Source: an optimization exercise on an open RTL-to-GDS flow (aim: small area, a short achievable clock period and few clock cycles). Production flows keep margins and buffers that such runs may drop.
Where RTL was checked, it was by simulation tests only, not by an equivalence proof against the original.
Power is estimated from default activity; no workload was simulated.

==> flow/design.v (excerpt) <==
module csr_nfa_top
(
	input logic clk,
	input logic reset,
	input csr_nfa_pkg::state_idx_t num_states,
	output logic char_ready,
	input logic char_valid,
	input csr_nfa_pkg::symbol_t char_a,
	input csr_nfa_pkg::symbol_t char_b,
	output logic rd_en,
	output csr_nfa_pkg::line_addr_t rd_addr,
	input csr_nfa_pkg::mem_line_t rd_data,
	output logic accept_a,
	output logic accept_b
);
	localparam int NS = 64;    
	localparam int NL = NS / 4 + 1;         
	localparam int PW = 18;                 
	function automatic logic [NL-1:0] low_oh(input logic [NL-1:0] v);
		logic seen;
		seen = 1'b0;
		for (int i = 0; i < NL; i++)
		begin
			low_oh[i] = v[i] && !seen;
			seen = seen || v[i];
		end
	endfunction
	function automatic logic [4:0] enc17(input logic [NL-1:0] oh);
		enc17 = '0;
		for (int i = 0; i < NL; i++)
			if (oh[i])
				enc17 = enc17 | 5'(i);
	endfunction
	function automatic logic [PW-1:0] add_base(input logic [PW-1:0] p, input logic [6:0] b);
		logic [7:0] lo;
		logic [PW-8:0] hi1;
		lo = {1'b0, p[6:0]} + {1'b0, b};
		hi1 = p[PW-1:7] + 1'b1;
  ...
export LEC_CHECK = 0
export ABC_AREA = 0
export CAP_MARGIN = 35
export CELL_PAD_IN_SITES_DETAIL_PLACEMENT = 0
export CELL_PAD_IN_SITES_GLOBAL_PLACEMENT = 1
export CORE_MARGIN = 2
export CORE_UTILIZATION = 45
export CTS_CLUSTER_DIAMETER = 80
export CTS_CLUSTER_SIZE = 22
export SETUP_SLACK_MARGIN = 5
export SLEW_MARGIN = 35
create_clock -name core_clock -period 10.0 [get_ports {clk}]
standard.sh (not shown) runs the stock make flow with config.mk's settings and CLKGATE_MAP_FILE= SYNTH_SCRIPT=/design/flow/synth_recipe.tcl, a recipe that flattens the netlist after the stock synthesis.
==> flow/flow/run.sh <==
#!/bin/bash
# The standard layout, with repair_timing aiming at a larger setup margin
set -euo pipefail
bash standard.sh SETUP_SLACK_MARGIN=6.6 finish > standard_run.log 2>&1
Testbench counts at the start, summed over its fixed seeds: cycles 100,107.
Next try:
--- a/flow/design.v
+++ b/flow/design.v
@@ -223,19 +223,13 @@
 	assign hold_ok = (rem == '0) || (rem_single && (!s_act || s_is_last));
 	assign edge_ok = running;
 	assign cnt_a_nx = 8'(cnt_a) - 8'(cnt_a != '0) + 8'(acc_pa[0]) + 8'(acc_pa[1]) + 8'(acc_pa[2]) + 8'(acc_pa[3]);
 	assign cnt_b_nx = 8'(cnt_b) - 8'(cnt_b != '0) + 8'(acc_pb[0]) + 8'(acc_pb[1]) + 8'(acc_pb[2]) + 8'(acc_pb[3]);
 	assign quiet_next = running && !quiet && (pend == '0) && !ir_ptr && !ir_edge && !dt_ptr
 		&& (rem == '0) && !s_act && (cnt_a <= 7'd1) && (acc_pa == '0) && (cnt_b <= 7'd1) && (acc_pb == '0);
-	logic [3:0] act_next;
-	logic ptr_norm;
-	logic early_ok;
-	assign act_next = dt_la | dt_lb;
-	assign early_ok = dt_ptr && (rem == '0) && (!s_act || s_is_last) && ((act_next & (act_next - 4'd1)) == '0);
-	assign ptr_norm = !dt_ptr && !dt_spec && hold_ok;
-	assign ptr_issue = !quiet && (pend != '0) && !ir_ptr && (ptr_norm || early_ok);
+	assign ptr_issue = !quiet && (pend != '0) && !dt_ptr && !dt_spec && hold_ok && !ir_ptr;
 	assign spec_issue = running && !quiet && (pend == '0) && (rem == '0) && !s_act
 		&& !ir_ptr && !dt_ptr && !ir_spec && !dt_spec && !spec_held && need_new[0];
 	assign ptr_oh = low_oh(pend);
 	logic gap_empty;
 	logic [1:0] d_idx;
 	always_comb
What happened:
- The changed run went through all stages and came out clean
- register-to-register slack loses 0.03 ns
- synthesized cell count hardly moves
- design area fell by 2.1%
- fmax went down by about 0.7%
- via count is higher by about 0.33%
No functional check of the RTL was part of the second run of this note.

========
Another version of the RTL of csr_nfa_top (not shown whole).
For scale: roughly 3,200 cells after synthesis, about 560 flip-flops, about 190 I/O pins, ~30,000 µm² of cells after synthesis.
==> flow/config.mk <==
export PLATFORM = sky130hd
export DESIGN_NAME = csr_nfa_top
export DESIGN_NICKNAME = csr_nfa_top
export VERILOG_FILES = /design/flow/design.v
export SDC_FILE = /design/flow/constraint.sdc
export NUM_CORES = 4
export LEC_CHECK = 0
export ABC_AREA = 0
export CAP_MARGIN = 35
export CELL_PAD_IN_SITES_DETAIL_PLACEMENT = 0
export CELL_PAD_IN_SITES_GLOBAL_PLACEMENT = 1
export CORE_MARGIN = 2
export CORE_UTILIZATION = 45
export CTS_CLUSTER_DIAMETER = 80
export CTS_CLUSTER_SIZE = 22
export SETUP_SLACK_MARGIN = 5
export SLEW_MARGIN = 35
==> flow/constraint.sdc <==
create_clock -name core_clock -period 10.0 [get_ports {clk}]
set_input_delay 2.0000 -clock core_clock [delete_from_list [all_inputs] [get_ports {clk}]]
set_output_delay 2.0000 -clock core_clock [all_outputs]
set_load 0.01 [all_outputs]
Scripts as last shown in full above: flow/flow/run.sh
Then changed:
--- a/flow/design.v
+++ b/flow/design.v
@@ -220,24 +220,18 @@
 	assign s_act = s_busy && !fl_last;
 	assign rem_single = (d_oh == rem);
 	assign s_is_last = (s_line == s_last);
 	assign hold_ok = (rem == '0) || (rem_single && (!s_act || s_is_last));
 	assign edge_ok = running;
 	assign cnt_a_nx = 8'(cnt_a) - 8'(cnt_a != '0) + 8'(acc_pa[0]) + 8'(acc_pa[1]) + 8'(acc_pa[2]) + 8'(acc_pa[3]);
 	assign cnt_b_nx = 8'(cnt_b) - 8'(cnt_b != '0) + 8'(acc_pb[0]) + 8'(acc_pb[1]) + 8'(acc_pb[2]) + 8'(acc_pb[3]);
 	assign quiet_next = running && !quiet && (pend == '0) && !ir_ptr && !ir_edge && !dt_ptr
-		&& (rem == '0) && !s_act && (cnt_a <= 7'd1) && (acc_pa == '0) && (cnt_b <= 7'd1) && (acc_pb == '0);
-	logic [3:0] rem_next;
-	logic early_ok;
-	assign rem_next = (dt_la | dt_lb) & ~p_eq;
-	logic ptr_norm;
-	assign early_ok = (rem == '0) && !s_act && ((rem_next & (rem_next - 4'd1)) == '0);
-	assign ptr_norm = !quiet && (pend != '0) && !dt_spec && !ir_ptr && !dt_ptr && hold_ok;
-	assign ptr_issue = ptr_norm || (!quiet && (pend != '0) && !ir_ptr && dt_ptr && early_ok);
+		&& (rem == '0) && !s_act && (cnt_a_nx == 8'd0) && (cnt_b_nx == 8'd0);
+	assign ptr_issue = !quiet && (pend != '0) && !dt_ptr && !dt_spec && hold_ok && !ir_ptr;
 	assign spec_issue = running && !quiet && (pend == '0) && (rem == '0) && !s_act
 		&& !ir_ptr && !dt_ptr && !ir_spec && !dt_spec && !spec_held && need_new[0];
 	assign ptr_oh = low_oh(pend);
 	logic gap_empty;
 	logic [1:0] d_idx;
 	always_comb
 	begin
 		gap_empty = 1'b1;
@@ -250,17 +244,17 @@
 				gap_empty = 1'b0;
 		end
 	end
 	assign merge = s_act && s_is_last && s_inhold && (rem != '0) && (s_ll != 2'd3) && gap_empty;
 	always_comb
 		for (int l = 0; l < 4; l++)
 			s_mask[l] = !s_is_last || (2'(l) <= s_ll);
 	logic edge_go;
-	assign edge_go = edge_ok && !quiet && !ptr_norm && (s_act || rem != '0);
+	assign edge_go = edge_ok && !quiet && !ptr_issue && (s_act || rem != '0);
 	always_ff @(posedge clk)
 	begin
 		if (reset)
 		begin
 			ir_en <= 1'b1;
 			ir_addr <= '0;
 			ir_ptr <= 1'b1;
 			ir_spec <= 1'b0;
Effect: Synthesized cell count is unchanged; clock power goes up by about 6%; total power goes down by 2.7%; die area goes down by about 1.1%; setup slack gets worse by 0.14 ns; worst hold slack gets better by 0.011 ns; final area goes down by 2.0%; register-to-register slack gets worse by 0.48 ns; synthesized area goes down by 1.1%; clock skew goes down by 0.0042 ns; sequential share of layout area goes up by 0.81 points.
No run of this note included a check of the RTL's function; only the layout flow was run.

## re-timing with driven ports
The flow's constraints put no driver on any port. The routed layouts listed below were extracted and timed again, unchanged, in two steps.
Step 1: set_driving_cell puts a clkbuf_16 on clk and a buf_2 on each other input, an assumption about the parent block.
Step 2 adds t to the input delays and takes it off the output delays; t is the mean of the earliest and latest rising clock arrival at the registers after step 1. Input paths then give back, and output paths get back, about the clock's delay inside the block.
a / b / c = ideal ports / drivers / drivers and shift; a / b = the first two.
| run | t (ns) | setup WS [ns] | hold WS [ns] | clock arrival spread, ns | slew at the worst register clock pin (ns) |
|---|---|---|---|---|---|
| the first run of note 1 | 0.659 | 6.493 / 6.513 / 5.854 | 0.453 / 0.453 / 0.453 | 0.039 / 0.039 | 0.09 / 0.09 |
| the second run of note 1 | 0.643 | 6.469 / 6.476 / 5.834 | 0.456 / 0.456 / 0.456 | 0.030 / 0.029 | 0.10 / 0.10 |
| the first run of note 2 | 0.671 | 6.165 / 6.190 / 5.529 | 0.445 / 0.445 / 0.445 | 0.045 / 0.046 | 0.10 / 0.10 |
| the second run of note 2 | 0.656 | 6.028 / 6.028 / 5.773 | 0.455 / 0.455 / 0.455 | 0.044 / 0.044 | 0.10 / 0.10 |
After both steps setup and hold are still met in every run listed. The setup slack of the first run of note 1, which loses most, moves by +0.020 ns with the drivers and by -0.639 ns with both steps.
